Context: an optimization exercise on an open-source flow, tuned for small area and a short achievable clock period. The choices shown serve that exercise and are no tape-out recipe. RTL that was checked went through simulation tests only; none was proved equivalent to the original. Only the layout flow was run in runs 2 to 6; the RTL was not checked for function there. No activity file was given, so power comes from the tool's default toggle rates.

==> design.v <==
package soccer_pkg;
    typedef logic [23:0] rgb_t;
    typedef enum logic [1:0] {
        MATCH_KICKOFF = 2'd0,
        MATCH_PLAY    = 2'd1,
        MATCH_GOAL    = 2'd2
    } match_state_t;
    localparam int COORD_W = 12;
    localparam rgb_t SKY_BG     = 24'h070A12;
    localparam rgb_t GRASS_A    = 24'h0A5C1F;
    localparam rgb_t GRASS_B    = 24'h0D6A26;
    localparam rgb_t LINE_WHITE = 24'hF5F7FF;
    localparam rgb_t BALL_WHITE = 24'hF7F7F7;
    localparam rgb_t SCORE_BG   = 24'h0E1016;
    localparam rgb_t SCORE_FG   = 24'hECEFF4;
    localparam int PITCH_MARGIN = 16;
    localparam int BALL_R       = 4;
    localparam int GOAL_HALF    = 12;
    localparam int STRIPE_SHIFT = 3;
    localparam int DIGIT_SCALE  = 2;
    localparam int SB_LEFT      = 8;
    localparam int SB_GAP       = 3;
    localparam int SERVE_SPEED    = 2;
    localparam int KICKOFF_FRAMES = 4;
    localparam int GOAL_FRAMES    = 8;
endpackage
`timescale 1ns/1ps
module soccer_overlay #(
    parameter int H_ACTIVE = 1920,
    parameter int V_ACTIVE = 1080
) (
    input  logic             clk_i,
    input  logic             rst_i,
    input  logic             cen_i,
    input  logic             vid_sel_i,
    input  soccer_pkg::rgb_t vid_rgb_i,
    input  logic [1:0]       vh_blank_i,
    input  logic [2:0]       dvh_sync_i,
    output logic [2:0]       dvh_sync_o,
    output soccer_pkg::rgb_t vid_rgb_o
);
    localparam logic [2:0] C_SKY   = 3'd0;
    localparam logic [2:0] C_GRA   = 3'd1;
    localparam logic [2:0] C_GRB   = 3'd2;
    localparam logic [2:0] C_LINE  = 3'd3;
    localparam logic [2:0] C_BALL  = 3'd4;
    localparam logic [2:0] C_SBG   = 3'd5;
    localparam logic [2:0] C_SFG   = 3'd6;
    logic        de_i;
    logic        de_q;
    logic [10:0] nx_q;
    logic [10:0] py_q;
    logic        tick_q;
    logic        fall_q;
    logic        row0;
    assign de_i = dvh_sync_i[2];
    assign row0 = fall_q ? (py_q == 11'd1079) : (py_q == 11'd0);
    always_ff @(posedge clk_i) begin
        if (rst_i) begin
            de_q   <= 1'b0;
            tick_q <= 1'b0;
            fall_q <= 1'b0;
            nx_q   <= 11'd1;
            py_q <= '0;
        end else begin
            tick_q <= cen_i & de_i & ~de_q & row0;
            fall_q <= cen_i & ~de_i & de_q;
            if (fall_q) begin
                py_q <= (py_q == 11'd1079) ? 11'd0 : py_q + 1'b1;
            end
            if (cen_i) begin
            de_q <= de_i;
            if (!de_i) begin
                nx_q <= 11'd1;
            end else if (nx_q[10:7] != 4'b1111) begin
                nx_q <= nx_q + 1'b1;
            end
            end
        end
    end
    logic [3:0] ph_q;
    logic       odd_q;
    logic [3:0] half_q;
    logic [9:0] bc_q;
    logic [9:0] bc_next;
    logic       goal;
    assign bc_next = odd_q ? bc_q - 1'b1 : bc_q + 1'b1;
    assign goal    = odd_q ? (bc_q == 10'd8) : (bc_q == 10'd946);
    always_ff @(posedge clk_i) begin
        if (rst_i) begin
            ph_q   <= '0;
            odd_q  <= 1'b0;
            half_q <= '0;
            bc_q   <= 10'd477;
        end else if (tick_q) begin
            if (ph_q == 4'd4) begin
                bc_q <= bc_next;
                if (goal) begin
                    ph_q  <= 4'd8;
                    odd_q <= ~odd_q;
                    if (odd_q && half_q != 4'd9) begin
                        half_q <= half_q + 1'b1;
                    end
                end
            end else begin
                ph_q <= ph_q + 1'b1;
                if (ph_q == 4'd3) begin
                    bc_q <= bc_next;
                end
                if (ph_q == 4'd15) begin
                    bc_q <= 10'd477;
                end
            end
        end
    end
    function automatic logic [14:0] glyph(input logic [3:0] d);
        case (d)
            4'd0:    glyph = 15'b111_101_101_101_111;
            4'd1:    glyph = 15'b010_110_010_010_111;
            4'd2:    glyph = 15'b111_001_111_100_111;
            4'd3:    glyph = 15'b111_001_111_001_111;
            4'd4:    glyph = 15'b101_101_111_001_001;
            4'd5:    glyph = 15'b111_100_111_001_111;
            4'd6:    glyph = 15'b111_100_111_101_111;
            4'd7:    glyph = 15'b111_001_001_001_001;
            4'd8:    glyph = 15'b111_101_111_101_111;
            4'd9:    glyph = 15'b111_101_111_001_111;
            default: glyph = 15'b000_000_000_000_000;
        endcase
    endfunction
    logic [10:0] x;
    logic [10:0] y;
    logic        x_lo;
    logic        in_pitch;
    logic        on_line;
    logic        in_board;
    logic        ball_row;
    logic [2:0]  ball_r;
    logic        on_ball;
    logic        dig_a_x;
    logic        dig_b_x;
    logic        dig_y;
    logic [1:0]  gcol;
    logic [2:0]  grow_bits;
    logic        gpix;
    logic [3:0]  digit;
    logic [14:0] gbits;
    logic        lit;
    logic [2:0]  scene;
    always_comb begin
        x = nx_q;
        y = py_q;
        x_lo     = (x[10:6] == 5'd0);
        in_pitch = (x >= 11'd16) && (x <= 11'd1903) && (y >= 11'd16) && (y <= 11'd1063);
        on_line  = (x <= 11'd17) || (x >= 11'd1902) || (y <= 11'd17) || (y >= 11'd1062) ||
                   (x == 11'd959) || (x == 11'd960);
        in_board = x_lo && (x[5:0] >= 6'd8) && (x[5:0] <= 6'd33) &&
                   (y >= 11'd1067) && (y <= 11'd1078);
        ball_row = (y >= 11'd536) && (y <= 11'd544);
        case (y[3:0])
            4'd12:   ball_r = 3'd4;    
            4'd10,
            4'd11,
            4'd13,
            4'd14:   ball_r = 3'd3;
            4'd9,
            4'd15:   ball_r = 3'd2;
            default: ball_r = 3'd0;    
        endcase
        case (ball_r)
            3'd4:    on_ball = (wq_q != 4'd0);
            3'd3:    on_ball = (wq_q >= 4'd2) && (wq_q <= 4'd8);
            3'd2:    on_ball = (wq_q >= 4'd3) && (wq_q <= 4'd7);
            default: on_ball = (wq_q == 4'd5);
        endcase
        on_ball = on_ball && ball_row;
        dig_y   = (y >= 11'd1068) && (y <= 11'd1077);
        dig_a_x = x_lo && (x[5:0] >= 6'd12) && (x[5:0] <= 6'd17);
        dig_b_x = x_lo && (x[5:0] >= 6'd24) && (x[5:0] <= 6'd29);
        gcol    = dig_a_x ? 2'(x[2:1] + 2'd2) : x[2:1];
        digit   = (dig_a_x && odd_q && half_q != 4'd9) ? half_q + 1'b1 : half_q;
        gbits   = glyph(digit);
        case (y[4:1])
            4'd6:    grow_bits = gbits[14:12];
            4'd7:    grow_bits = gbits[11:9];
            4'd8:    grow_bits = gbits[8:6];
            4'd9:    grow_bits = gbits[5:3];
            default: grow_bits = gbits[2:0];
        endcase
        case (gcol)
            2'd0:    gpix = grow_bits[2];
            2'd1:    gpix = grow_bits[1];
            default: gpix = grow_bits[0];
        endcase
        lit     = (dig_a_x || dig_b_x) && dig_y && gpix;
        scene = C_SKY;
        if (in_pitch) begin
            scene = x[3] ? C_GRB : C_GRA;
            if (on_line) begin
                scene = C_LINE;
            end
        end
        if (on_ball) begin
            scene = C_BALL;
        end
        if (in_board) begin
            scene = lit ? C_SFG : C_SBG;
        end
    end
    logic [3:0] wq_q;
    always_ff @(posedge clk_i) begin
        if (rst_i) begin
            wq_q <= '0;
        end else if (cen_i) begin
            if (!de_i) begin
                wq_q <= '0;
            end else if (wq_q != 4'd0) begin
                wq_q <= (wq_q == 4'd9) ? 4'd0 : wq_q + 1'b1;
            end else if (nx_q == {bc_q, 1'b1}) begin
                wq_q <= 4'd1;
            end
        end
    end
    logic [2:0] code_q;
    always_ff @(posedge clk_i) begin
        if (rst_i) begin
            code_q <= C_SKY;
        end else if (cen_i) begin
            code_q <= de_i ? scene : C_SKY;
        end
    end
    soccer_pkg::rgb_t colour;
    always_comb begin
        case (code_q)
            C_GRA:   colour = soccer_pkg::GRASS_A;
            C_GRB:   colour = soccer_pkg::GRASS_B;
            C_LINE:  colour = soccer_pkg::LINE_WHITE;
            C_BALL:  colour = soccer_pkg::BALL_WHITE;
            C_SBG:   colour = soccer_pkg::SCORE_BG;
            C_SFG:   colour = soccer_pkg::SCORE_FG;
            default: colour = soccer_pkg::SKY_BG;
        endcase
    end
    always_ff @(posedge clk_i) begin
        if (rst_i) begin
            vid_rgb_o  <= soccer_pkg::SKY_BG;
            dvh_sync_o <= 3'b000;
        end else if (cen_i) begin
            vid_rgb_o  <= (vid_sel_i && de_i) ? colour : vid_rgb_i;
            dvh_sync_o <= dvh_sync_i;
        end
    end
endmodule
==> flow/run.sh <==
#!/bin/bash
# The standard synthesis and layout, with three changes to how the layout
# is made: after the floorplan, OpenROAD's restructure re-maps the
# combinational logic for area (registers untouched); the ports get plain
# buffers instead of delay cells; and timing repair aims for 9.45 ns of
# setup slack. Each tool's output goes to a log file here.
set -euo pipefail
export BUFFER_PORTS_ARGS="-buffer_cell sky130_fd_sc_hd__buf_2"
export SETUP_SLACK_MARGIN=9.45
bash standard.sh synth > synth.log 2>&1
bash standard.sh floorplan > floorplan.log 2>&1
python3 flow/libfilter.py $FLOW_HOME/platforms/sky130hd/lib/sky130_fd_sc_hd__tt_025C_1v80.lib \
  rmp_cells.lib 'sky130_fd_sc_hd__lpflow_*' 'sky130_fd_sc_hd__probe*' > libfilter.log 2>&1
openroad -no_init -exit flow/restructure.tcl > restructure.log 2>&1
bash standard.sh > layout.log 2>&1
==> flow/libfilter.py <==
#!/usr/bin/env python3
"""Copy a liberty file without the cells whose names match the given patterns
(the platform's don't-use cells), so that restructure's ABC cannot pick them."""
import fnmatch
import re
import sys

src, dst, pats = sys.argv[1], sys.argv[2], sys.argv[3:]
text = open(src).read()
out = []
pos = 0
for m in re.finditer(r'\n\s*cell\s*\(\s*"?([\w]+)"?\s*\)\s*\{', text):
    if m.start() < pos:
        continue
    name = m.group(1)
    if not any(fnmatch.fnmatch(name, p) for p in pats):
        continue
    # find the matching closing brace of this cell group
    depth = 0
    i = m.end() - 1
    while True:
        c = text[i]
        if c == '{':
            depth += 1
        elif c == '}':
            depth -= 1
            if depth == 0:
                break
        i += 1
    out.append(text[pos:m.start()])
    pos = i + 1
out.append(text[pos:])
open(dst, 'w').write(''.join(out))
==> flow/restructure.tcl <==
# Re-map the floorplan's combinational logic for area with OpenROAD's
# restructure (ABC), then write the floorplan back for placement. ABC maps
# to rmp_cells.lib, the platform library without its don't-use cells.
set res orfs/results/sky130hd/soccer_overlay/base
read_liberty $::env(FLOW_HOME)/platforms/sky130hd/lib/sky130_fd_sc_hd__tt_025C_1v80.lib
read_db $res/2_floorplan.odb
read_sdc $res/2_floorplan.sdc
source $::env(FLOW_HOME)/platforms/sky130hd/setRC.tcl
report_design_area
file mkdir rmp
restructure -target area -liberty_file rmp_cells.lib \
  -tielo_port sky130_fd_sc_hd__conb_1/LO -tiehi_port sky130_fd_sc_hd__conb_1/HI \
  -work_dir rmp -abc_logfile rmp/abc.log
# size up the remapped logic on paths short of the repair target
repair_timing -setup -setup_margin 9.45 -sequence "unbuffer,sizeup,swap" -verbose
report_design_area
write_db $res/2_floorplan.odb
==> standard.sh <==
#!/bin/bash
# synth_recipe.tcl (not shown) runs the flow's synth.tcl, then flattens the netlist and writes it again
# the make line also repeats each setting of config.mk as NAME=value (left out here)
make -C /OpenROAD-flow-scripts/flow DESIGN_CONFIG=/design/flow/config.mk WORK_HOME=/design/flow/orfs CLKGATE_MAP_FILE= SYNTH_SCRIPT=/design/flow/synth_recipe.tcl "${@:-finish}"
==> config.mk <==
export PLATFORM = sky130hd
export DESIGN_NAME = soccer_overlay
export DESIGN_NICKNAME = soccer_overlay
export VERILOG_FILES = /design/flow/design.v
export SDC_FILE = /design/flow/constraint.sdc
export NUM_CORES = 4
export LEC_CHECK = 0
export CAP_MARGIN = 20
export CORE_MARGIN = 2
export CORE_UTILIZATION = 65
export CTS_BUF_LIST = sky130_fd_sc_hd__clkbuf_8
export SLEW_MARGIN = 20
==> constraint.sdc <==
create_clock -name core_clock -period 13.0 [get_ports {clk_i}]
set_input_delay 2.6000 -clock core_clock [delete_from_list [all_inputs] [get_ports {clk_i}]]
set_output_delay 2.6000 -clock core_clock [all_outputs]
set_load 0.01 [all_outputs]
==> out/metrics.cfg, run 1 <==
[synthesis]
synthMuxAreaShare_pct=2.42
synthCells=679
synthFlopType=dfxtp_1
ys_ff_latch=77
synth_top_cells_by_area=dfxtp_1, ha_1, nor2_1, a21oi_1, nand2_1
syn_avg_cell_area_um2=7.61
synth.most_common_cell=nor2_1
synth.yosys.seq_area_share_pct=29.8
synth_common_cells=nor2_1, dfxtp_1, a21oi_1
synth-compound-area-share_pct=19.7
synth_edf_count=0
synthSimpleGateAreaFrac_pct=29.1
synth_xor_area_share_pct=6.44
synth_fp_nets=739
synth_area_leader_cell=dfxtp_1
syn_area_um2=5170
synthAdderAreaFrac_pct=6.68
async_flop_share_pct=0
synth_top_family_by_area=simple AND/OR/NAND/NOR gates
yosysWarnings=1
synth.distinct_cells=70
synth.top_cell.area_share_pct=29.8

[clocking]
h-tree-depth=3
root_buffer=clkbuf_8
cts_max_path_buffers=2
clock_latency_ns=0.36
clock-sinks=77
cts_tree=built
clkSlewWorstSetupHoldPaths_ns=0.08
numCtsBuffers=9

[pwr]
pwr-share-seq_pct=47.9
clkPwrFrac_pct=42.4
p_switching_w=0.000125
power_density_nw_per_um2=96.5
combPwrFrac_pct=9.8
vdd_drop_max_mv=0.0594
p_sw_share_pct=24.1
p_leak_nw=1.92
intPower_w=0.000392

[layout]
nFillCells=667
fin_cells=748
synthToLayoutAreaGrowth_pct=3.51
layout-drive-gt1-share_pct=21.7
antenna_cells=0
nets=675
utilization_pct=69.3

[flow_run]
maxCapViolations=0

[timing]
setup-tns-final_ns=0
worstMarginPinSlew_ns=0.843
period_needed_ns=3.61
slew_viol_final=0
setup_viol=0
post-route-period-util_pct=27.7
fmax_mhz=277
max-slew-margin-rel_pct=43.3
hold_viol=0
fin_hold_ws_ns=0.467
fin_skew_ns=0.0118
rsz0062_at_grt=yes

[worst_setup_path]
critPathLaunch=rst_i
cp-end-kind=flip-flop
start_kind=input pin
reg2reg_from=nx_q[8]
r2r_slack_ns=9.67
cp_data_arrival_time_ns=3.83
cpLargestDelayFamily=buffers and inverters
cp_max_fo=27
cp_num_buf_inv=3
cp.required_ns=13.23
worst_path_max_delay_cell=buf_4
rr_worst_depth=18
r2r-end=code_q[1]
path_cells=buf_4 > clkinvlp_4 > o21ai_4 > clkinv_1 > o21ai_0 > a21oi_1
slowest_delay_ns=0.34
critical_path_class=in2reg

[global_route]
track_usage_pct=29.8
grt_max_degree=28
grt_overflow_total=0
grt_pass1_wl_um=20900
antenna_found_initial=0
grt_pass1_vias=4426

[drt]
ant_nets=0
drt_iter0_markers=317
wl_per_cell_um=17.1
routed_wl_um=12800
met1_length_um=5740
viasPerCell=6.26
route.met2.wl_um=6040
top_layer=met4
drc=0
vias=4686
first_pass_iters=5
dr_wl_met3_um=797

[hold_path]
worstHoldPathCells=2
hold_start=de_q
hp-class=reg2reg
hold_end=fall_q

[placed_design]
dpl.cell_count=709
gp_congestion=0.895
hpwlAfterDp_um=8150
port_buffers=57

[die]
initial_core_util_pct=66.9
die_width_um=93.2
ios=60
rows=32
die_area_um2=8680
core_area_um2=7730
fp.dieH_um=93.2

[status]
status=timing/DRC/antenna clean

-- flip-flops by register name (all words and copies together), names as in the netlist --
signal and count:
half_q 4, fall_q 1, nx_q 11, odd_q 1, vid_rgb_o 24, tick_q 1, bc_q 10, py_q 11
de_q 1, wq_q 4, code_q 3, ph_q 4, dvh_sync_o 2
-- final cells by class --
cell class | instances | area [um2] | share of cell area, %
Timing Repair Buffer | 77 | 524 | 9.80
Timing Repair inverter | 4 | 27.5 | 0.514
Clock buffer | 9 | 124 | 2.31
Tap cell | 102 | 128 | 2.38
Inverter | 92 | 364 | 6.80
Clock inverter | 6 | 113 | 2.10
Multi-Input combinational cell | 381 | 2530 | 47.2
Sequential cell | 77 | 1550 | 28.9
-- cells in the final DEF (no fill, tap or decap), types with 6 or more instances in the layout --
cell and n:
nand3_1 7, nor2b_1 14, buf_2 54, clkinv_1 79, o22a_1 6, clkbuf_8 9, nand2_1 9, o21a_1 13
o221a_1 20, inv_2 7, clkinvlp_4 7, a31oi_1 10, a221oi_1 6, nor3_1 17, buf_4 17, nor2_1 71
o22ai_1 30, nand4_1 8, nor4_1 11, a2111oi_0 11, dfxtp_1 74, o21ai_0 41, a211oi_1 11, a21oi_1 22
-- how the worst max path moves through the flow --
stage,to,slack [ns],cells after the start
3_3_place_gp,nx_q[9],7.83,12
5_1_grt,py_q[10],9.30,18
6_report,nx_q[4],9.39,6
3_5_place_dp,nx_q[9],7.77,12
4_1_cts,nx_q[3],9.46,8
2_1_floorplan,nx_q[9],9.35,8
-- through the flow --
stage / setup WS [ns] / cell area (um2) / total power [W]
after floorplan: 9.35 / 5210 / 0.000280
after global placement: 7.83 / 4710 / 0.000293
after detailed placement: 7.77 / 4710 / 0.000294
after CTS: 9.46 / 5190 / 0.000516
after global routing: 9.30 / 5350 / 0.000532
final: 9.39 / 5350 / 0.000516
-- cells by family after synthesis --
family                     Yosys count
and+or+nand+nor                    294
AOI/OAI and AO/OA                  160
DFF                                 77
buffers and inverters               71
xor gates and xnor gates            38
adders and majority gates           27
muxes                               12
-- metal layers --
metal  vias up  track usage (%)
met1      2206             37.3
met5         -                0
met2       173             51.4
li1       2288                -
met4         0             10.9
met3        19             4.92
-- power groups by stage --
stage / Clock (W) / Sequential (W) / Combinational [W]
after global placement: 0 / 0.000252 / 0.0000405
after CTS: 0.000221 / 0.000247 / 0.0000481
after global routing: 0.000230 / 0.000248 / 0.0000541
final: 0.000219 / 0.000247 / 0.0000504
after detailed placement: 0 / 0.000252 / 0.0000410
after floorplan: 0 / 0.000254 / 0.0000261
-- repair_timing --
action / CTS / global route
pin swaps: 4 / 0
gates resized for setup: 21 / 33
buffers inserted: 10 / 8
cloned: 6 / 0
endpoints found under the setup margin: 61 / 25
hold endpoints to repair: 0 / 0
hold buffers: 0 / 0
-- tightest hold or removal path, delay by kind of cell, from the launching register on --
| family | cells | cell delay (ns) |
|---|---|---|
| flip-flops | 1 | 0.34 |
| buffers and inverters | 1 | 0.06 |
| AND/OR/NAND/NOR | 1 | 0.04 |
==> run 2: changes to the inputs <==
--- a/design.v
+++ b/design.v
@@ -138,4 +138,5 @@
     logic [2:0]  ball_r;
     logic        on_ball;
+    logic [2:0]  dk;
     logic        dig_a_x;
     logic        dig_b_x;
@@ -168,11 +169,12 @@
             default: ball_r = 3'd0;    
         endcase
+        dk = 3'(x[3:1] - bc_q[2:0] - 3'd1);
         case (ball_r)
-            3'd4:    on_ball = (wq_q != 4'd0);
-            3'd3:    on_ball = (wq_q >= 4'd2) && (wq_q <= 4'd8);
-            3'd2:    on_ball = (wq_q >= 4'd3) && (wq_q <= 4'd7);
-            default: on_ball = (wq_q == 4'd5);
-        endcase
-        on_ball = on_ball && ball_row;
+            3'd4:    on_ball = (dk <= 3'd3) || (dk == 3'd4 && !x[0]);
+            3'd3:    on_ball = (dk <= 3'd3) && !(dk == 3'd0 && !x[0]);
+            3'd2:    on_ball = (dk >= 3'd1) && (dk <= 3'd3) && !(dk == 3'd3 && x[0]);
+            default: on_ball = (dk == 3'd2) && !x[0];
+        endcase
+        on_ball = on_ball && ball_row && win_q;
         dig_y   = (y >= 11'd1068) && (y <= 11'd1077);
         dig_a_x = x_lo && (x[5:0] >= 6'd12) && (x[5:0] <= 6'd17);
@@ -208,15 +210,13 @@
         end
     end
-    logic [3:0] wq_q;
-    always_ff @(posedge clk_i) begin
-        if (rst_i) begin
-            wq_q <= '0;
-        end else if (cen_i) begin
+    logic win_q;
+    always_ff @(posedge clk_i) begin
+        if (cen_i) begin
             if (!de_i) begin
-                wq_q <= '0;
-            end else if (wq_q != 4'd0) begin
-                wq_q <= (wq_q == 4'd9) ? 4'd0 : wq_q + 1'b1;
-            end else if (nx_q == {bc_q, 1'b1}) begin
-                wq_q <= 4'd1;
+                win_q <= 1'b0;
+            end else if (win_q) begin
+                win_q <= (dk != 3'd5);
+            end else begin
+                win_q <= (nx_q == {bc_q, 1'b1});
             end
         end
--- a/flow/restructure.tcl
+++ b/flow/restructure.tcl
@@ -12,6 +12,4 @@
   -tielo_port sky130_fd_sc_hd__conb_1/LO -tiehi_port sky130_fd_sc_hd__conb_1/HI \
   -work_dir rmp -abc_logfile rmp/abc.log
-# size up the remapped logic on paths short of the repair target
-repair_timing -setup -setup_margin 9.45 -sequence "unbuffer,sizeup,swap" -verbose
 report_design_area
 write_db $res/2_floorplan.odb
==> run 2 against run 1 <==
Power is 6.0% lower. Clock skew is 0.0014 ns lower. Count of clock-buffer cells in the layout is 1 higher. Global-route usage is 2.2 points lower. Wire length is 7.3% lower. Largest cell class unchanged. Largest power group unchanged.
==> out/metrics.cfg, run 2 <==
[layout]
layout-drive-gt1-share_pct=17.5
reg_top3=vid_rgb_o x24, nx_q x11, py_q x11
nets=667
final_cell_mix=nor2_1, clkinv_1, dfxtp_1
regMostFlops=vid_rgb_o
synthToLayoutAreaGrowth_pct=-1.78
final_common_cell=nor2_1
utilization_pct=65.4
antenna_cells=0
largest_register_ffs=24

[synthesis]
synth_xor_area_share_pct=5.98
synth_fp_nets=735
synthMuxAreaShare_pct=2.22
synth.top_cell.area_share_pct=28.5
synth.yosys.seq_area_share_pct=29.1
yosysWarnings=1
synth.distinct_cells=74
synth_edf_count=1
syn_avg_cell_area_um2=7.62
synth_top_cells_by_area=dfxtp_1, ha_1, nor2_1, a21oi_1, nand2_1
synthAdderAreaFrac_pct=7.62
ys_ff_latch=74
synth_common_cells=nor2_1, dfxtp_1, nand2_1
synthFlopType=dfxtp_1
synthSimpleGateAreaFrac_pct=27.6
syn_area_um2=5120
synth.most_common_cell=nor2_1
async_flop_share_pct=0
synth_top_family_by_area=simple AND/OR/NAND/NOR gates
synth_area_leader_cell=dfxtp_1
synth-compound-area-share_pct=21.8
synthCells=672

[timing]
fin_hold_ws_ns=0.493
period_needed_ns=4.10
max-slew-margin-rel_pct=31.0
rsz0062_at_grt=yes
fin_skew_ns=0.0104
setup_viol=0
worstMarginPinSlew_ns=1.03
post-route-period-util_pct=31.5
slew_viol_final=0
setup-tns-final_ns=0
hold_viol=0
fmax_mhz=244

[flow_run]
maxCapViolations=0

[drt]
wl_per_cell_um=16.0
drc=0
viasPerCell=6.09
ant_nets=0
routed_wl_um=11900
vias=4509
first_pass_iters=5
drt_iter0_markers=337

[clocking]
cts_max_path_buffers=2
numCtsBuffers=9
clock_latency_ns=0.34
hold_buffers=0
clkSlewWorstSetupHoldPaths_ns=0.08
root_buffer=clkbuf_8
clock-sinks=74
cts_tree=built
h-tree-depth=3

[global_route]
grt_overflow_total=0
antenna_found_initial=0
grt_pass1_vias=4114
grt_pass1_wl_um=19300
grt_max_degree=35
track_usage_pct=27.6

[worst_setup_path]
cp-end-kind=flip-flop
critPathLaunch=dvh_sync_i[2]
reg2reg_from=nx_q[6]
critical_path_class=in2reg
cp.required_ns=13.29
cp_max_fo=3
cp_data_arrival_time_ns=4.38
start_kind=input pin

[die]
core_area_um2=7690
rows=32
die_area_um2=8610
initial_core_util_pct=66.6
ios=60
die_width_um=92.8
fp.dieH_um=92.8

[status]
status=timing/DRC/antenna clean

[pwr]
p_total_w=0.000485
p_leak_nw=1.83
vdd_drop_max_mv=0.0682
power_density_nw_per_um2=96.5

[placed_design]
port_buffers=57
hpwlAfterDp_um=8000
gp_congestion=0.909

[hold_path]
hp-class=reg2reg
hold_start=vid_rgb_o[18]

[run 2: worst max-delay path: stages]
cell,delay (ns)
buf_8,0.10
nand2_2,0.04
nand4_1,0.12
or3_4,0.41
or3_4,0.35
or3_4,0.37
nor2_4,0.13
inv_4,0.05
nor2_4,0.10
o21a_1,0.11
[run 2: kinds of logic (layout without fill, tap and decap cells)]
kind of cell | after synthesis | count (layout)
mux | 11 | 0
buf+inv | 71 | 170
fa+ha+maj | 30 | 0
xor+xnor | 35 | 3
simple gates | 281 | 185
compound gates | 170 | 207
flops | 74 | 74
[run 2: cell type report]
class,instances,area (um2)
fill,681,2660
multi-input combinational,395,2360
clock buffer,10,138
timing repair buffer,73,505
timing repair inverter,1,5.00
tap,102,128
clock inverter,6,81.3
sequential,74,1490
inverter,80,318
[run 2: stage by stage]
| step | instance area, um2 | instances | worst slack (ns) |
|---|---|---|---|
| after floorplan | 5130 | 672 | 9.41 |
| after global placement | 4470 | 708 | 7.91 |
| after detailed placement | 4470 | 708 | 7.91 |
| after CTS | 4920 | 734 | 8.96 |
| after global routing | 5030 | 741 | 8.89 |
| final | 5030 | 741 | 8.90 |
[run 2: final timing paths]
kind / endpoint / slack [ns] / cells past startpoint
min: vid_rgb_o[18] / 0.49 / 2
min reg2reg: vid_rgb_o[18] / 0.49 / 2
max: nx_q[10] / 8.90 / 10
max reg2reg: code_q[1] / 9.40 / 12
[run 2: repair_timing]
item                       in CTS  in global routing
setup endpoints to repair      58                 25
gates resized for setup        34                 16
buffers inserted                7                  7
pin swaps                       7                  6
cloned                          3                  0
[run 2: layer usage]
layer | track usage (%) | vias to the layer above | routed length [um]
met5 | 0 | - | 0
met4 | 11.0 | 0 | 321
met3 | 5.61 | 35 | 735
met2 | 43.5 | 171 | 5440
met1 | 36.9 | 2077 | 5390
li1 | - | 2226 | -
[run 2: power by group]
group          internal [W]  total (W)  switching [W]
clock              0.000112   0.000197      0.0000850
combinational     0.0000222  0.0000492      0.0000270
sequential         0.000234   0.000239     0.00000489
total              0.000369   0.000485       0.000117
==> run 3: changes to the inputs <==
--- a/flow/run.sh
+++ b/flow/run.sh
@@ -3,9 +3,9 @@
 # is made: after the floorplan, OpenROAD's restructure re-maps the
 # combinational logic for area (registers untouched); the ports get plain
-# buffers instead of delay cells; and timing repair aims for 9.45 ns of
+# buffers instead of delay cells; and timing repair aims for 9.3 ns of
 # setup slack. Each tool's output goes to a log file here.
 set -euo pipefail
 export BUFFER_PORTS_ARGS="-buffer_cell sky130_fd_sc_hd__buf_2"
-export SETUP_SLACK_MARGIN=9.45
+export SETUP_SLACK_MARGIN=9.3
 bash standard.sh synth > synth.log 2>&1
 bash standard.sh floorplan > floorplan.log 2>&1
==> run 3 against run 2 <==
Still clean. Hold slack barely moved. Flip-flop and latch count did not move. Maximum frequency rose by 0.28%. Clock skew fell by 0.0037 ns. Utilization fell by 0.37 points. Count of clock-buffer cells in the layout did not move. Non-clock buffer count rose by 3. Cell area fell by 0.57%. Global-route usage fell by 0.39 points. Worst setup slack improved by 0.011 ns. Critical endpoint unchanged. Largest cell class unchanged. Highest routed layer is now met5.
==> out/metrics.cfg, run 3 <==
[status]
status=timing/DRC/antenna clean

[worst_setup_path]
critPathLaunch=dvh_sync_i[2]
r2r_slack_ns=9.39
cp_max_fo=3
cp.required_ns=13.29
reg2reg_from=nx_q[6]
cp_data_arrival_time_ns=4.37
cp-end-kind=flip-flop
start_kind=input pin
critical_path_class=in2reg

[layout]
nets=669
utilization_pct=65.1
layout-drive-gt1-share_pct=17.3
antenna_cells=0
reg_top3=vid_rgb_o x24, nx_q x11, py_q x11
regMostFlops=vid_rgb_o
final_common_cell=nor2_1
synthToLayoutAreaGrowth_pct=-2.34
largest_register_ffs=24
final_cell_mix=nor2_1, clkinv_1, dfxtp_1

[synthesis]
synthCells=672
synth.yosys.seq_area_share_pct=29.1
synth_edf_count=1
syn_area_um2=5120
synth_common_cells=nor2_1, dfxtp_1, nand2_1
syn_avg_cell_area_um2=7.62
ys_ff_latch=74
synth_fp_nets=735
yosysWarnings=1
synth.most_common_cell=nor2_1
synthFlopType=dfxtp_1
synth_top_cells_by_area=dfxtp_1, ha_1, nor2_1, a21oi_1, nand2_1
synth.top_cell.area_share_pct=28.5
synth.distinct_cells=74
async_flop_share_pct=0
synth_area_leader_cell=dfxtp_1

[clocking]
clkSlewWorstSetupHoldPaths_ns=0.08
cts_tree=built
cts_max_path_buffers=2
clock_latency_ns=0.34
root_buffer=clkbuf_8
numCtsBuffers=9
h-tree-depth=3
clock-sinks=74

[die]
die_area_um2=8610
fp.dieH_um=92.8
initial_core_util_pct=66.6
rows=32
die_width_um=92.8
core_area_um2=7690
ios=60

[pwr]
power_density_nw_per_um2=96.7
vdd_drop_max_mv=0.0691
p_leak_nw=1.82

[drt]
ant_nets=0
vias=4479
drt_iter0_markers=304
viasPerCell=6.03
routed_wl_um=11700
wl_per_cell_um=15.8
drc=0
first_pass_iters=5

[timing]
fin_skew_ns=0.00673
setup-tns-final_ns=0
slew_viol_final=0
rsz0062_at_grt=yes
setup_viol=0
max-slew-margin-rel_pct=25.3
fmax_mhz=245
post-route-period-util_pct=31.4
worstMarginPinSlew_ns=1.11
period_needed_ns=4.08
hold_viol=0

[global_route]
grt_overflow_total=0
antenna_found_initial=1
track_usage_pct=27.2
grt_pass1_wl_um=19100
grt_max_degree=35
grt_pass1_vias=4089

[placed_design]
hpwlAfterDp_um=8000
port_buffers=57
gp_congestion=0.909

[flow_run]
maxCapViolations=0

[hold_path]
hold_start=vid_rgb_o[18]
hp-class=reg2reg

run 3: repair_timing:
item                       CTS  global route
hold buffers                 0             0
gates cloned                 1             1
buffers inserted             7            10
gates resized for setup     29            11
pin swaps                    7             4
setup endpoints to repair   53            24
run 3: power breakdown:
part / switching [W] / leakage, nW / internal (W)
logic: 0.0000263 / 1.09 / 0.0000214
clock network: 0.0000848 / 0.119 / 0.000112
registers: 0.00000485 / 0.606 / 0.000234
total: 0.000116 / 1.82 / 0.000368
run 3: area by class of cell:
type / count / area [um2]
tap: 102 / 128
fill: 687 / 2690
timing repair buffer: 76 / 510
multi-input combinational: 395 / 2330
inverter: 80 / 320
clock buffer: 10 / 138
sequential: 74 / 1490
clock inverter: 6 / 81.3
run 3: worst paths after layout:
check / endpoint / cells after the start
worst max-delay path: nx_q[10] / 10
worst min-delay path: vid_rgb_o[18] / 2
worst max register to register: code_q[1] / 12
worst min register to register: vid_rgb_o[18] / 2
run 3: cells by family after synthesis:
kind of cell             after synthesis  synth area share (%)
AO/OA/AOI/OAI                        170                  21.8
XOR/XNOR                              35                  5.98
adder cells (fa/ha/maj)               30                  7.62
buffers and inverters                 71                  5.74
flip-flops                            74                  29.1
multiplexers                          11                  2.22
AND/OR/NAND/NOR                      281                  27.6
run 3: critical path, stage by stage:
cell     delay, ns
buf_8         0.10
nand2_2       0.04
nand4_1       0.11
or3_4         0.41
or3_4         0.35
or3_4         0.37
nor2_4        0.13
inv_4         0.05
nor2_4        0.10
o21a_1        0.11
run 3: routing by layer:
metal  vias up  GRT usage, %  part of all wire [%]
met4         2          9.56                   2.3
met3        28          5.94                   6.3
li1       2233             -                     -
met5         -             0                  0.11
met2       147          43.2                    46
met1      2069          36.4                    46
run 3: per-stage QoR:
step / total power (W) / area [um2] / worst slack (ns) / hold WS, ns / std cells
5_1_grt: 0.000504 / 5000 / 8.89 / 0.516 / 743
2_1_floorplan: 0.000271 / 5120 / 9.33 / 0.440 / 672
3_3_place_gp: 0.000284 / 4470 / 7.91 / 0.462 / 708
4_1_cts: 0.000485 / 4860 / 8.96 / 0.496 / 732
6_report: 0.000484 / 5000 / 8.92 / 0.493 / 743
3_5_place_dp: 0.000285 / 4470 / 7.91 / 0.476 / 708
==> run 4: changes to the inputs <==
--- a/design.v
+++ b/design.v
@@ -49,9 +49,12 @@
     logic        de_i;
     logic        de_q;
-    logic [10:0] nx_q;
-    logic [10:0] py_q;
+    logic        adv_q;
+    logic        clr_q;
     logic        tick_q;
     logic        fall_q;
+    logic [10:0] py_q;
     logic        row0;
+    logic [2:0]  sx;
+    logic [2:0]  code_q;
     assign de_i = dvh_sync_i[2];
     assign row0 = fall_q ? (py_q == 11'd1079) : (py_q == 11'd0);
@@ -59,9 +62,13 @@
         if (rst_i) begin
             de_q   <= 1'b0;
+            adv_q  <= 1'b0;
+            clr_q  <= 1'b1;
             tick_q <= 1'b0;
             fall_q <= 1'b0;
-            nx_q   <= 11'd1;
-            py_q <= '0;
+            py_q   <= '0;
+            code_q <= C_SKY;
         end else begin
+            adv_q  <= cen_i & de_i;
+            clr_q  <= cen_i & ~de_i;
             tick_q <= cen_i & de_i & ~de_q & row0;
             fall_q <= cen_i & ~de_i & de_q;
@@ -70,11 +77,15 @@
             end
             if (cen_i) begin
-            de_q <= de_i;
-            if (!de_i) begin
-                nx_q <= 11'd1;
-            end else if (nx_q[10:7] != 4'b1111) begin
-                nx_q <= nx_q + 1'b1;
-            end
-            end
+                de_q   <= de_i;
+                code_q <= de_i ? sx : C_SKY;
+            end
+        end
+    end
+    logic [10:0] xa_q;
+    always_ff @(posedge clk_i) begin
+        if (clr_q) begin
+            xa_q <= 11'd2;
+        end else if (adv_q && xa_q[10:7] != 4'b1111) begin
+            xa_q <= xa_q + 1'b1;
         end
     end
@@ -82,9 +93,9 @@
     logic       odd_q;
     logic [3:0] half_q;
-    logic [9:0] bc_q;
-    logic [9:0] bc_next;
+    logic [9:0] bd_q;
+    logic [9:0] bd_next;
     logic       goal;
-    assign bc_next = odd_q ? bc_q - 1'b1 : bc_q + 1'b1;
-    assign goal    = odd_q ? (bc_q == 10'd8) : (bc_q == 10'd946);
+    assign bd_next = odd_q ? bd_q - 1'b1 : bd_q + 1'b1;
+    assign goal    = odd_q ? (bd_q == 10'd9) : (bd_q == 10'd947);
     always_ff @(posedge clk_i) begin
         if (rst_i) begin
@@ -92,8 +103,8 @@
             odd_q  <= 1'b0;
             half_q <= '0;
-            bc_q   <= 10'd477;
+            bd_q   <= 10'd478;
         end else if (tick_q) begin
             if (ph_q == 4'd4) begin
-                bc_q <= bc_next;
+                bd_q <= bd_next;
                 if (goal) begin
                     ph_q  <= 4'd8;
@@ -106,11 +117,29 @@
                 ph_q <= ph_q + 1'b1;
                 if (ph_q == 4'd3) begin
-                    bc_q <= bc_next;
+                    bd_q <= bd_next;
                 end
                 if (ph_q == 4'd15) begin
-                    bc_q <= 10'd477;
+                    bd_q <= 10'd478;
                 end
             end
         end
+    end
+    logic       win_q;
+    logic       win;
+    logic [2:0] dk;
+    assign dk = 3'(xa_q[3:1] - bd_q[2:0]);
+    always_comb begin
+        if (clr_q) begin
+            win = 1'b0;
+        end else if (!adv_q) begin
+            win = win_q;
+        end else if (win_q) begin
+            win = (dk != 3'd6);
+        end else begin
+            win = (xa_q == {bd_q, 1'b0});
+        end
+    end
+    always_ff @(posedge clk_i) begin
+        win_q <= win;
     end
     function automatic logic [14:0] glyph(input logic [3:0] d);
@@ -138,17 +167,16 @@
     logic [2:0]  ball_r;
     logic        on_ball;
-    logic [2:0]  dk;
     logic        dig_a_x;
     logic        dig_b_x;
     logic        dig_y;
     logic [1:0]  gcol;
+    logic [3:0]  digit;
+    logic [14:0] gbits;
     logic [2:0]  grow_bits;
     logic        gpix;
-    logic [3:0]  digit;
-    logic [14:0] gbits;
     logic        lit;
     logic [2:0]  scene;
     always_comb begin
-        x = nx_q;
+        x = xa_q;
         y = py_q;
         x_lo     = (x[10:6] == 5'd0);
@@ -169,5 +197,4 @@
             default: ball_r = 3'd0;    
         endcase
-        dk = 3'(x[3:1] - bc_q[2:0] - 3'd1);
         case (ball_r)
             3'd4:    on_ball = (dk <= 3'd3) || (dk == 3'd4 && !x[0]);
@@ -176,5 +203,5 @@
             default: on_ball = (dk == 3'd2) && !x[0];
         endcase
-        on_ball = on_ball && ball_row && win_q;
+        on_ball = on_ball && ball_row && win;
         dig_y   = (y >= 11'd1068) && (y <= 11'd1077);
         dig_a_x = x_lo && (x[5:0] >= 6'd12) && (x[5:0] <= 6'd17);
@@ -210,23 +237,16 @@
         end
     end
-    logic win_q;
-    always_ff @(posedge clk_i) begin
-        if (cen_i) begin
-            if (!de_i) begin
-                win_q <= 1'b0;
-            end else if (win_q) begin
-                win_q <= (dk != 3'd5);
-            end else begin
-                win_q <= (nx_q == {bc_q, 1'b1});
-            end
-        end
-    end
-    logic [2:0] code_q;
-    always_ff @(posedge clk_i) begin
-        if (rst_i) begin
-            code_q <= C_SKY;
-        end else if (cen_i) begin
-            code_q <= de_i ? scene : C_SKY;
-        end
+    logic [2:0] sx_q;
+    always_comb begin
+        if (clr_q) begin
+            sx = C_SKY;
+        end else if (adv_q) begin
+            sx = scene;
+        end else begin
+            sx = sx_q;
+        end
+    end
+    always_ff @(posedge clk_i) begin
+        sx_q <= sx;
     end
     soccer_pkg::rgb_t colour;
--- a/flow/run.sh
+++ b/flow/run.sh
@@ -3,9 +3,9 @@
 # is made: after the floorplan, OpenROAD's restructure re-maps the
 # combinational logic for area (registers untouched); the ports get plain
-# buffers instead of delay cells; and timing repair aims for 9.3 ns of
+# buffers instead of delay cells; and timing repair aims for 9.45 ns of
 # setup slack. Each tool's output goes to a log file here.
 set -euo pipefail
 export BUFFER_PORTS_ARGS="-buffer_cell sky130_fd_sc_hd__buf_2"
-export SETUP_SLACK_MARGIN=9.3
+export SETUP_SLACK_MARGIN=9.45
 bash standard.sh synth > synth.log 2>&1
 bash standard.sh floorplan > floorplan.log 2>&1
==> run 4 against run 3 <==
Still clean. Cell count up 4.2%. Synthesized area rose by 1.7%. Sequential power up 6%. Die area rose by 1.7%.
==> out/metrics.cfg, run 4 <==
[timing]
setup-tns-final_ns=0
max-slew-margin-rel_pct=58.4
period_needed_ns=3.65
fin_skew_ns=0.00816
slew_viol_final=0
worstMarginPinSlew_ns=0.618
fin_hold_ws_ns=0.480
fmax_mhz=274
rsz0062_at_grt=yes
hold_viol=0
post-route-period-util_pct=28.1
setup_viol=0

[die]
rows=32
initial_core_util_pct=67.1
core_area_um2=7770
die_width_um=93.5
die_area_um2=8750
ios=60
fp.dieH_um=93.5

[hold_path]
hp-class=reg2reg

[synthesis]
synth_top_cells_by_area=dfxtp_1, ha_1, a21oi_1, nor2_1, nand2_1
synth.distinct_cells=71
synth.top_cell.area_share_pct=30.3
synthSimpleGateAreaFrac_pct=28.0
synth_common_cells=nor2_1, dfxtp_1, a21oi_1
synth_fp_nets=739
synth_xor_area_share_pct=7.03
synthCells=676
synth.yosys.seq_area_share_pct=30.3
synthFlopType=dfxtp_1
synthAdderAreaFrac_pct=7.49
synth_edf_count=0
synth_area_leader_cell=dfxtp_1
synth-compound-area-share_pct=20.2
synthMuxAreaShare_pct=1.56
yosysWarnings=1
syn_avg_cell_area_um2=7.71
synth.most_common_cell=nor2_1
ys_ff_latch=79
async_flop_share_pct=0
synth_top_family_by_area=simple AND/OR/NAND/NOR gates
syn_area_um2=5210

[layout]
layout-drive-gt1-share_pct=22.9
nFillCells=644
largest_register_ffs=24
final_cell_mix=nor2_1, clkinv_1, dfxtp_1
antenna_cells=0
regMostFlops=vid_rgb_o
synthToLayoutAreaGrowth_pct=3.46
multi_input_area_um2=2570
nets=700
register_area_um2=1600
fin_cells=774
utilization_pct=69.4
reg_top3=vid_rgb_o x24, py_q x11, xa_q x11
final_common_cell=nor2_1
fin_area_um2=5390

[worst_setup_path]
cpLargestDelayFamily=compound AO/OA/AOI/OAI gates
start_kind=flip-flop
slowest_delay_ns=0.38
r2r_slack_ns=9.35
cp_num_buf_inv=4
worst_path_max_delay_cell=nor4_4
cp-end-kind=flip-flop
cp_max_fo=6
path_cells=inv_4 > nand3_4 > nor4_4 > o21ai_2 > nor4_4 > buf_4 > inv_4 > buf_4 > a21oi_2 > o31ai_1 > o21ai_0 > o2111ai_1 > o31a_1 > o2111a_1 > a221o_1 > o32ai_2
critical_path_class=reg2reg
cp.required_ns=13.26
cp_data_arrival_time_ns=3.91

[clocking]
clkSlewWorstSetupHoldPaths_ns=0.09
clock_latency_ns=0.35
cts_tree=built
h-tree-depth=3
clock-sinks=79
root_buffer=clkbuf_8
cts_max_path_buffers=2
numCtsBuffers=9

[pwr]
power_density_nw_per_um2=94.0
p_leak_nw=1.98
pwr-share-seq_pct=50.2
clkPwrFrac_pct=41.6
p_sw_share_pct=24.9
p_switching_w=0.000126
intPower_w=0.000381
combPwrFrac_pct=8.2
vdd_drop_max_mv=0.0709

[placed_design]
postPlaceCellArea_um2=4660
hpwlAfterDp_um=8450
gp_congestion=0.947
port_buffers=57
dpl.cell_count=731

[global_route]
grt_overflow_total=0
antenna_found_initial=0
grt_pass1_vias=4327
grt_max_degree=37
grt_pass1_wl_um=19700
track_usage_pct=27.9

[drt]
drt_iter0_markers=432
viasPerCell=6.21
vias=4804
wl_per_cell_um=16.1
ant_nets=0
routed_wl_um=12400
first_pass_iters=6
drc=0

[flow_run]
maxCapViolations=0

[status]
status=timing/DRC/antenna clean

## run 4: cell count changes after synthesis, sizes merged, moves of 8 or more
cell / previous run / this run
nor3: 31 / 14
nor2: 76 / 88
a21oi: 56 / 67
nand2b: 11 / 22
nand2: 63 / 53
or2: 2 / 10
## run 4: timing repair
action	CTS	global route
buffers inserted	6	21
hold buffers	0	0
pin swaps	2	12
resized for setup	31	56
cloned	0	0
endpoints found under the setup margin	50	27
## run 4: path summary, 6_finish.rpt
kind,startpoint,end,cells past startpoint
max,xa_q[9],code_q[0],16
min,de_q,fall_q,2
max reg2reg,xa_q[9],code_q[0],16
min reg2reg,de_q,fall_q,2
## run 4: area by class of cell
type	count	area share [%]
Multi-Input combinational cell	406	47.6
Sequential cell	79	29.6
Timing Repair Buffer	84	9.21
Inverter	87	6.89
Clock buffer	10	2.55
Tap cell	102	2.37
Clock inverter	6	1.72
## run 4: per-layer routing
metal / wire, um / share of wire (%) / GRT usage (%) / vias to the layer above
met3: 867 / 7.0 / 6.12 / 25
li1: - / - / - / 2349
met5: 0 / 0 / 0 / -
met1: 5550 / 45 / 37.4 / 2213
met4: 198 / 1.6 / 8.94 / 0
met2: 5810 / 47 / 44.7 / 217
## run 4: logic make-up (layout without fill, tap and decap cells)
logic type,count (synthesis),in the layout
XOR/XNOR,41,1
AO/OA/AOI/OAI,169,223
buffers and inverters,67,187
adder cells (fa/ha/maj),30,0
flip-flops,79,79
AND/OR/NAND/NOR,282,182
multiplexers,8,0
## run 4: worst register-to-register path: cells and delay by family (launching register included)
| kind | cells | cell delay, ns |
|---|---|---|
| flops | 1 | 0.36 |
| compound gates | 9 | 2.04 |
| buf+inv | 4 | 0.50 |
| simple gates | 3 | 0.69 |
## run 4: through the flow
| step | setup slack, ns | power (W) |
|---|---|---|
| after floorplan | 9.45 | 0.000287 |
| after global placement | 8.26 | 0.000299 |
| after detailed placement | 8.19 | 0.000300 |
| after CTS | 9.26 | 0.000508 |
| after global routing | 9.33 | 0.000527 |
| final | 9.35 | 0.000507 |
## run 4: power groups by stage
| stage | registers (W) | logic (W) | clock network [W] |
|---|---|---|---|
| after global placement | 0.000260 | 0.0000394 | 0 |
| final | 0.000254 | 0.0000415 | 0.000211 |
| after floorplan | 0.000261 | 0.0000259 | 0 |
| after global routing | 0.000255 | 0.0000463 | 0.000226 |
| after detailed placement | 0.000260 | 0.0000401 | 0 |
| after CTS | 0.000254 | 0.0000409 | 0.000213 |
==> run 5: changes to the inputs <==
--- a/flow/restructure.tcl
+++ b/flow/restructure.tcl
@@ -12,4 +12,6 @@
   -tielo_port sky130_fd_sc_hd__conb_1/LO -tiehi_port sky130_fd_sc_hd__conb_1/HI \
   -work_dir rmp -abc_logfile rmp/abc.log
+# size up the remapped logic on paths short of the repair target
+repair_timing -setup -setup_margin 9.45 -sequence "unbuffer,sizeup,swap" -verbose
 report_design_area
 write_db $res/2_floorplan.odb
==> run 5 against run 4 <==
Count of clock-buffer cells in the layout is the same. Flip-flop and latch count is the same. Cell area shrank 1.2%. Critical path depth is the same. Utilization shrank 0.85 points. Sequential share of layout area grew 0.25 points. Critical path type unchanged. Critical endpoint unchanged.
==> out/metrics.cfg, run 5 <==
[worst_setup_path]
cp-end-kind=flip-flop
r2r_slack_ns=9.27
critical_path_class=reg2reg
path_cells=inv_4 > nand3_4 > nor4_4 > o21ai_2 > nor4_4 > buf_4 > inv_4 > o22ai_4 > nor2_1 > nor2_2 > o32a_1 > o22ai_1 > o31a_1 > o2111a_1 > a221o_1 > o32ai_2
reg2reg_from=xa_q[8]
cp_max_fo=7
start_kind=flip-flop
cp.required_ns=13.26
slowest_delay_ns=0.39
cp_data_arrival_time_ns=3.99
r2r-end=code_q[0]
rr_worst_depth=16
critPathLaunch=xa_q[8]
worst_path_max_delay_cell=nor4_4

[die]
fp.dieH_um=93.5
rows=32
die_area_um2=8750
ios=60
die_width_um=93.5
core_area_um2=7770
initial_core_util_pct=67.1

[synthesis]
synth_area_leader_cell=dfxtp_1
synthCells=676
syn_area_um2=5210
async_flop_share_pct=0
synth_top_cells_by_area=dfxtp_1, ha_1, a21oi_1, nor2_1, nand2_1
yosysWarnings=1
synth.yosys.seq_area_share_pct=30.3
synth_edf_count=0
synth.most_common_cell=nor2_1
ys_ff_latch=79
synth_fp_nets=739
synth_common_cells=nor2_1, dfxtp_1, a21oi_1
synth.top_cell.area_share_pct=30.3
syn_avg_cell_area_um2=7.71
synth.distinct_cells=71
synthFlopType=dfxtp_1

[timing]
fmax_mhz=268
slew_viol_final=0
hold_viol=0
rsz0062_at_grt=yes
max-slew-margin-rel_pct=58.8
setup-tns-final_ns=0
period_needed_ns=3.73
fin_skew_ns=0.0113
setup_viol=0
worstMarginPinSlew_ns=0.614
post-route-period-util_pct=28.7

[global_route]
grt_pass1_wl_um=20200
track_usage_pct=28.5
grt_pass1_vias=4250
grt_max_degree=37
antenna_found_initial=0
grt_overflow_total=0

[drt]
routed_wl_um=12700
drc=0
viasPerCell=6.36
ant_nets=0
first_pass_iters=7
drt_iter0_markers=388
wl_per_cell_um=16.6
vias=4876

[layout]
fin_cells=767
regMostFlops=vid_rgb_o
final_common_cell=nor2_1
utilization_pct=68.6
layout-drive-gt1-share_pct=20.8
antenna_cells=0
nets=693
synthToLayoutAreaGrowth_pct=2.18
final_cell_mix=nor2_1, dfxtp_1, clkinv_1
largest_register_ffs=24
nFillCells=677
reg_top3=vid_rgb_o x24, py_q x11, xa_q x11

[clocking]
numCtsBuffers=9
clock_latency_ns=0.36
root_buffer=clkbuf_8
cts_max_path_buffers=2
cts_tree=built
h-tree-depth=3
hold_buffers=0
clock-sinks=79
clkSlewWorstSetupHoldPaths_ns=0.09

[status]
status=timing/DRC/antenna clean

[hold_path]
hold_end=fall_q
worstHoldPathCells=2
hold_start=de_q
hp-class=reg2reg

[pwr]
vdd_drop_max_mv=0.0953
p_leak_nw=1.92
power_density_nw_per_um2=99.8
p_total_w=0.000531

[placed_design]
dpl.cell_count=731
hpwlAfterDp_um=8460
port_buffers=57
gp_congestion=0.917

[flow_run]
maxCapViolations=0

-- run 5: cell counts after synthesis --
No cell type changed its count.
-- run 5: where the power goes --
| part | internal, W | total, W | switching (W) |
|---|---|---|---|
| Combinational | 0.0000179 | 0.0000436 | 0.0000257 |
| Clock | 0.000134 | 0.000233 | 0.0000992 |
| Sequential | 0.000249 | 0.000254 | 0.00000551 |
-- run 5: how the worst max path moves through the flow --
stage	endpoint
after floorplan	vid_rgb_o[11]
after CTS	code_q[0]
after global routing	code_q[0]
after global placement	code_q[0]
final	code_q[0]
after detailed placement	code_q[0]
-- run 5: critical path, delay by kind of cell (launching register included) --
family | cells | cell delay [ns]
DFF | 1 | 0.38
AOI/OAI and AO/OA | 8 | 1.77
buffers and inverters | 3 | 0.35
and+or+nand+nor | 5 | 1.12
-- run 5: per-layer routing --
metal,part of all wire [%],vias to the layer above,GRT usage (%),wire length (um)
met5,0,-,0,0
met4,2.6,0,8.82,335
met3,7.4,33,7.01,936
met2,46,228,45.1,5860
met1,44,2283,38.4,5580
li1,-,2332,-,-
-- run 5: cells by family (layout without fill, tap and decap cells) --
group | after synthesis | after routing | synth area share [%]
buffers and inverters | 67 | 180 | 5.33
XOR/XNOR | 41 | 1 | 7.03
AND/OR/NAND/NOR | 282 | 182 | 28.0
multiplexers | 8 | 0 | 1.56
flip-flops | 79 | 79 | 30.3
AO/OA/AOI/OAI | 169 | 223 | 20.2
adder cells (fa/ha/maj) | 30 | 0 | 7.49
-- run 5: final cells by class --
class / count / area [um2] / area share, %
Tap cell: 102 / 128 / 2.40
Timing Repair inverter: 2 / 12.5 / 0.235
Timing Repair Buffer: 75 / 425 / 7.99
Inverter: 87 / 362 / 6.79
Clock buffer: 10 / 138 / 2.58
Multi-Input combinational cell: 406 / 2550 / 48.0
Sequential cell: 79 / 1590 / 29.9
Clock inverter: 6 / 115 / 2.16
-- run 5: repair_timing --
item,4_1_cts,5_1_grt
gates resized for setup,19,45
setup endpoints to repair,50,30
pin swaps,1,6
setup buffers,4,14
gates cloned,2,0
-- run 5: through the flow --
stage	setup WS [ns]	cell area (um2)	hold WS (ns)
6_report	9.27	5330	0.479
5_1_grt	9.13	5330	0.509
4_1_cts	9.25	5070	0.476
3_5_place_dp	8.34	4700	0.462
3_3_place_gp	8.39	4700	0.455
2_1_floorplan	9.45	5260	0.438
==> run 6: changes to the inputs <==
--- a/flow/run.sh
+++ b/flow/run.sh
@@ -3,9 +3,9 @@
 # is made: after the floorplan, OpenROAD's restructure re-maps the
 # combinational logic for area (registers untouched); the ports get plain
-# buffers instead of delay cells; and timing repair aims for 9.45 ns of
+# buffers instead of delay cells; and timing repair aims for 9.3 ns of
 # setup slack. Each tool's output goes to a log file here.
 set -euo pipefail
 export BUFFER_PORTS_ARGS="-buffer_cell sky130_fd_sc_hd__buf_2"
-export SETUP_SLACK_MARGIN=9.45
+export SETUP_SLACK_MARGIN=9.3
 bash standard.sh synth > synth.log 2>&1
 bash standard.sh floorplan > floorplan.log 2>&1
--- a/flow/restructure.tcl
+++ b/flow/restructure.tcl
@@ -12,6 +12,4 @@
   -tielo_port sky130_fd_sc_hd__conb_1/LO -tiehi_port sky130_fd_sc_hd__conb_1/HI \
   -work_dir rmp -abc_logfile rmp/abc.log
-# size up the remapped logic on paths short of the repair target
-repair_timing -setup -setup_margin 9.45 -sequence "unbuffer,sizeup,swap" -verbose
 report_design_area
 write_db $res/2_floorplan.odb
==> run 6 against run 5 <==
Sequential share of layout area grew 0.55 points. Cell area decreased by 2.0%. Via count shrank 2.2%. Power is 4.8% lower. Count of clock-buffer cells in the layout is the same. Synthesized cell count unchanged. Combinational power fell by 6.2%. Largest power group unchanged. Highest routed layer unchanged.
==> out/metrics.cfg, run 6 <==
[status]
status=timing/DRC/antenna clean

[timing]
fin_hold_ws_ns=0.479
max-slew-margin-rel_pct=59.5
rsz0062_at_grt=yes
slew_viol_final=0
fin_skew_ns=0.00868
worstMarginPinSlew_ns=0.603
fmax_mhz=270
setup-tns-final_ns=0
post-route-period-util_pct=28.5
period_needed_ns=3.71
hold_viol=0
fin_ws_ns=9.29
setup_viol=0

[global_route]
grt_max_degree=37
antenna_found_initial=0
grt_overflow_total=0
grt_pass1_vias=4306
track_usage_pct=27.6
grt_pass1_wl_um=19600

[clocking]
clock_latency_ns=0.35
cts_tree=built
root_buffer=clkbuf_8
clock-sinks=79
cts_max_path_buffers=2
clkSlewWorstSetupHoldPaths_ns=0.09
h-tree-depth=3
numCtsBuffers=9

[drt]
drt_iter0_markers=427
wl_per_cell_um=15.7
first_pass_iters=8
viasPerCell=6.24
ant_nets=0
vias=4769
drc=0
routed_wl_um=12000

[layout]
fin_cells=764
register_area_um2=1590
multi_input_area_um2=2500
nFillCells=686
synthToLayoutAreaGrowth_pct=0.0960
largest_register_ffs=24
final_common_cell=nor2_1
antenna_cells=0
reg_top3=vid_rgb_o x24, py_q x11, xa_q x11
layout-drive-gt1-share_pct=19.0
regMostFlops=vid_rgb_o
nets=690
final_cell_mix=nor2_1, dfxtp_1, clkinv_1

[synthesis]
synth_edf_count=0
ys_ff_latch=79
synthFlopType=dfxtp_1
yosysWarnings=1
syn_avg_cell_area_um2=7.71
synth_common_cells=nor2_1, dfxtp_1, a21oi_1
synthCells=676
synth_fp_nets=739
synth_top_cells_by_area=dfxtp_1, ha_1, a21oi_1, nor2_1, nand2_1
synth_area_leader_cell=dfxtp_1
synth.distinct_cells=71
async_flop_share_pct=0
syn_area_um2=5210
synth.most_common_cell=nor2_1
synth.yosys.seq_area_share_pct=30.3
synth.top_cell.area_share_pct=30.3

[worst_setup_path]
cpLargestDelayFamily=compound AO/OA/AOI/OAI gates
crit_top_cell=nor4_4
cp_num_buf_inv=3
slowest_delay_ns=0.40
cp.required_ns=13.26
cp-end-kind=flip-flop
critical_path_class=reg2reg
worst_path_max_delay_cell=nor4_4
path_cells=inv_2 > nand3_4 > nor4_4 > o21ai_2 > nor4_4 > clkinv_2 > o22ai_4 > clkinv_1 > nor2_2 > o21a_1 > o32a_1 > o22ai_1 > o31a_1 > o2111a_1 > a221o_1 > o32ai_2
start_kind=flip-flop
cp_max_fo=7
cp_data_arrival_time_ns=3.97

[die]
initial_core_util_pct=67.1
die_width_um=93.5
die_area_um2=8750
fp.dieH_um=93.5
rows=32
ios=60
core_area_um2=7770

[placed_design]
port_buffers=57
dpl.cell_count=731
gp_congestion=0.947
dp_slack_ns=8.19
hpwlAfterDp_um=8450

[pwr]
vdd_drop_max_mv=0.0711
power_density_nw_per_um2=97.0
p_total_w=0.000506
p_leak_nw=1.88

[hold_path]
hp-class=reg2reg

[flow_run]
maxCapViolations=0

[run 6: cell families (layout without fill, tap and decap cells)]
| group | count (synthesis) | after routing | synth area share (%) |
|---|---|---|---|
| AO/OA/AOI/OAI | 169 | 223 | 20.2 |
| buffers and inverters | 67 | 177 | 5.33 |
| XOR/XNOR | 41 | 1 | 7.03 |
| flip-flops | 79 | 79 | 30.3 |
| adder cells (fa/ha/maj) | 30 | 0 | 7.49 |
| AND/OR/NAND/NOR | 282 | 182 | 28.0 |
| multiplexers | 8 | 0 | 1.56 |
[run 6: path summary, 6_finish.rpt]
check | from | end | slack [ns] | depth (start not counted)
worst max-delay path | xa_q[9] | code_q[0] | 9.29 | 16
worst min-delay path | de_q | fall_q | 0.48 | 2
worst min register to register | de_q | fall_q | 0.48 | 2
worst max register to register | xa_q[9] | code_q[0] | 9.29 | 16
[run 6: what timing repair did]
action | in CTS | in global routing
hold buffers | 0 | 0
setup endpoints to repair | 49 | 29
pin swaps | 1 | 5
resized for setup | 21 | 35
setup buffers | 2 | 15
[run 6: worst register-to-register path: cells and delay by family, from the launching register on]
kind                   cells  cell delay [ns]
buffers and inverters      3             0.46
AOI/OAI and AO/OA          9             1.81
and+or+nand+nor            4             0.99
DFF                        1             0.36
[run 6: cell type report]
| cell class | instances | area share (%) |
|---|---|---|
| timing repair buffer | 74 | 7.96 |
| clock buffer | 10 | 2.64 |
| inverter | 87 | 6.76 |
| multi-input combinational | 406 | 48.0 |
| tap | 102 | 2.45 |
| clock inverter | 6 | 1.78 |
| sequential | 79 | 30.4 |
[run 6: report_power, final]
part	switching (W)	leakage [nW]	total, W	internal (W)
registers	0.00000544	0.645	0.000254	0.000249
logic	0.0000241	1.12	0.0000409	0.0000168
clock network	0.0000960	0.114	0.000211	0.000115
[run 6: metal layers]
metal / up-vias / GRT usage (%) / share of wire, %
met3: 28 / 6.12 / 7.8
met4: 0 / 8.45 / 2.3
li1: 2340 / - / -
met1: 2177 / 37.2 / 44
met2: 224 / 44.2 / 46
met5: - / 0 / 0
[run 6: stage by stage]
stage                     cell area, um2  util, %
after floorplan                     5220        -
after global placement              4660     59.9
after detailed placement            4660     59.9
after CTS                           4980     64.1
after global routing                5220     67.2
final                               5220     67.2
==> run 7: changes to the inputs <==
--- a/design.v
+++ b/design.v
@@ -90,4 +90,23 @@
         end
     end
+    logic [4:0] xf_q;
+    logic [4:0] xf_next;
+    always_comb begin
+        if (clr_q) begin
+            xf_next = 5'b01000;
+        end else if (adv_q) begin
+            xf_next[4] = (xa_q >= 11'd15) && (xa_q <= 11'd1902);
+            xf_next[3] = (xa_q <= 11'd16) || (xa_q >= 11'd1901) ||
+                         (xa_q == 11'd958) || (xa_q == 11'd959);
+            xf_next[2] = (xa_q >= 11'd7) && (xa_q <= 11'd32);
+            xf_next[1] = (xa_q >= 11'd11) && (xa_q <= 11'd16);
+            xf_next[0] = (xa_q >= 11'd23) && (xa_q <= 11'd28);
+        end else begin
+            xf_next = xf_q;
+        end
+    end
+    always_ff @(posedge clk_i) begin
+        xf_q <= xf_next;
+    end
     logic [3:0] ph_q;
     logic       odd_q;
@@ -160,5 +179,4 @@
     logic [10:0] x;
     logic [10:0] y;
-    logic        x_lo;
     logic        in_pitch;
     logic        on_line;
@@ -180,10 +198,7 @@
         x = xa_q;
         y = py_q;
-        x_lo     = (x[10:6] == 5'd0);
-        in_pitch = (x >= 11'd16) && (x <= 11'd1903) && (y >= 11'd16) && (y <= 11'd1063);
-        on_line  = (x <= 11'd17) || (x >= 11'd1902) || (y <= 11'd17) || (y >= 11'd1062) ||
-                   (x == 11'd959) || (x == 11'd960);
-        in_board = x_lo && (x[5:0] >= 6'd8) && (x[5:0] <= 6'd33) &&
-                   (y >= 11'd1067) && (y <= 11'd1078);
+        in_pitch = xf_q[4] && (y >= 11'd16) && (y <= 11'd1063);
+        on_line  = xf_q[3] || (y <= 11'd17) || (y >= 11'd1062);
+        in_board = xf_q[2] && (y >= 11'd1067) && (y <= 11'd1078);
         ball_row = (y >= 11'd536) && (y <= 11'd544);
         case (y[3:0])
@@ -205,6 +220,6 @@
         on_ball = on_ball && ball_row && win;
         dig_y   = (y >= 11'd1068) && (y <= 11'd1077);
-        dig_a_x = x_lo && (x[5:0] >= 6'd12) && (x[5:0] <= 6'd17);
-        dig_b_x = x_lo && (x[5:0] >= 6'd24) && (x[5:0] <= 6'd29);
+        dig_a_x = xf_q[1];
+        dig_b_x = xf_q[0];
         gcol    = dig_a_x ? 2'(x[2:1] + 2'd2) : x[2:1];
         digit   = (dig_a_x && odd_q && half_q != 4'd9) ? half_q + 1'b1 : half_q;
--- a/flow/run.sh
+++ b/flow/run.sh
@@ -3,9 +3,9 @@
 # is made: after the floorplan, OpenROAD's restructure re-maps the
 # combinational logic for area (registers untouched); the ports get plain
-# buffers instead of delay cells; and timing repair aims for 9.3 ns of
+# buffers instead of delay cells; and timing repair aims for 9.65 ns of
 # setup slack. Each tool's output goes to a log file here.
 set -euo pipefail
 export BUFFER_PORTS_ARGS="-buffer_cell sky130_fd_sc_hd__buf_2"
-export SETUP_SLACK_MARGIN=9.3
+export SETUP_SLACK_MARGIN=9.65
 bash standard.sh synth > synth.log 2>&1
 bash standard.sh floorplan > floorplan.log 2>&1
==> run 7 against run 6 <==
Still clean. Power grew 2.0%. Sequential power grew 7%. Synthesized area grew 1.2%. Critical endpoint is now vid_rgb_o[18]. Largest power group unchanged.
==> out/metrics.cfg, run 7 <==
[layout]
antenna_cells=0
reg_top3=vid_rgb_o x24, py_q x11, xa_q x11
synthToLayoutAreaGrowth_pct=1.35
final_cell_mix=clkinv_1, nor2_1, dfxtp_1
largest_register_ffs=24
fin_area_um2=5350
nets=675
nFillCells=660
fin_cells=749
utilization_pct=68.5
multi_input_area_um2=2400

[drt]
viasPerCell=6.08
routed_wl_um=11200
ant_nets=0
drt_iter0_markers=358
drc=0

[synthesis]
synthCells=660
syn_area_um2=5280
synth_fp_nets=723
yosysWarnings=1
ys_ff_latch=84
synth.distinct_cells=81
syn_avg_cell_area_um2=7.99
synth_top_cells_by_area=dfxtp_1, nor2_1, ha_1, a21oi_1, xor2_1
synth.most_common_cell=nor2_1

[worst_setup_path]
critical_path_class=reg2out
path_cells=buf_6
cp.required_ns=10.40
slowest_delay_ns=0.34
cp_data_arrival_time_ns=0.82
cpLargestDelayFamily=flip-flops
worst_path_max_delay_cell=dfxtp_2
rr_worst_depth=8
start_kind=flip-flop

[die]
rows=32
ios=60
die_width_um=94.1
die_area_um2=8850
initial_core_util_pct=67.6

[global_route]
grt_max_degree=38
grtUsageMet1_pct=38.2
grt_pass1_wl_um=19000
track_usage_pct=26.3
grt_pass1_vias=4057

[timing]
hold_viol=0
setup_viol=0
period_needed_ns=3.42
fmax_mhz=293
setup-tns-final_ns=0
slew_viol_final=0
fin_skew_ns=0.0138
rsz0062_at_grt=yes

[pwr]
clkPwrFrac_pct=37.7
p_leak_nw=1.84
vdd_drop_max_mv=0.0504
pwr-share-seq_pct=52.8

[placed_design]
postPlaceCellArea_um2=4770
dpl.cell_count=727
port_buffers=57
gp_congestion=0.955

[flow_run]
maxCapViolations=0

[clocking]
cts_tree=built
clock_latency_ns=0.36
hold_buffers=0
h-tree-depth=3
clkSlewWorstSetupHoldPaths_ns=0.10
cts_max_path_buffers=2

[status]
status=timing/DRC/antenna clean

[hold_path]
hold_start=xa_q[10]
worstHoldPathCells=1
hold_end=xa_q[10]

[run 7: cell count changes after synthesis, moves of 6 or more]
| cell | before | now |
|---|---|---|
| a21oi_1 | 67 | 48 |
| nand4_1 | 16 | 9 |
| nor2_1 | 88 | 95 |
| nor3_1 | 12 | 26 |
| o21ai_0 | 36 | 20 |
| xnor2_1 | 20 | 9 |
| xor2_1 | 20 | 26 |
[run 7: worst max-delay path by stage]
stage	from	to	slack [ns]	cells past startpoint
after floorplan	vid_sel_i	vid_rgb_o[16]	9.53	7
after global routing	vid_rgb_o[2]	vid_rgb_o[2]	9.55	1
final	vid_rgb_o[18]	vid_rgb_o[18]	9.58	1
after detailed placement	dvh_sync_i[2]	vid_rgb_o[6]	7.97	6
after CTS	vid_rgb_o[18]	vid_rgb_o[18]	9.57	1
after global placement	dvh_sync_i[2]	vid_rgb_o[21]	7.98	6
[run 7: per-stage QoR]
stage,worst slack [ns],hold WS (ns)
floorplan,9.53,0.443
global placement,7.98,0.453
detailed placement,7.97,0.459
CTS,9.57,0.481
global route,9.55,0.498
finish,9.58,0.478
[run 7: power groups by stage]
stage	sequential, W	combinational [W]	clock, W
2_1_floorplan	0.000276	0.0000257	0
3_3_place_gp	0.000276	0.0000380	0
3_5_place_dp	0.000276	0.0000386	0
4_1_cts	0.000272	0.0000481	0.000199
5_1_grt	0.000274	0.0000539	0.000209
6_report	0.000272	0.0000492	0.000194
[run 7: layer usage]
layer	vias to the layer above	share of wire, %
met4	0	1.0
met5	-	0
li1	2292	-
met3	12	6.1
met1	2112	48
met2	137	45
[run 7: layout make-up]
class                      count  share of cell area, %
timing repair buffer          64                   9.76
multi-input combinational    394                   45.0
clock buffer                   9                   2.32
inverter                      89                   6.88
sequential                    84                   32.3
tap                          102                   2.39
clock inverter                 7                   1.40
[run 7: what timing repair did]
item / 4_1_cts / 5_1_grt
setup buffers: 4 / 2
gates resized for setup: 75 / 20
pin swaps: 0 / 1
cloned: 0 / 0
endpoints found under the setup margin: 72 / 51
[run 7: kinds of logic (layout without fill, tap and decap cells)]
| logic type | count (synthesis) | in the layout | share of synthesized area, % |
|---|---|---|---|
| multiplexers | 10 | 0 | 1.99 |
| AND/OR/NAND/NOR | 288 | 183 | 27.1 |
| adder cells (fa/ha/maj) | 31 | 0 | 7.59 |
| buffers and inverters | 62 | 169 | 5.79 |
| AO/OA/AOI/OAI | 148 | 211 | 18.9 |
| XOR/XNOR | 37 | 0 | 6.69 |
| flip-flops | 84 | 84 | 31.9 |

Setup slack of run 7, layout unchanged: 9.584 ns with ideal ports, 9.553 ns with driving cells assumed (clock clkbuf_16, inputs buf_2), 9.338 ns with port delays also shifted by the 0.385 ns mid clock arrival.
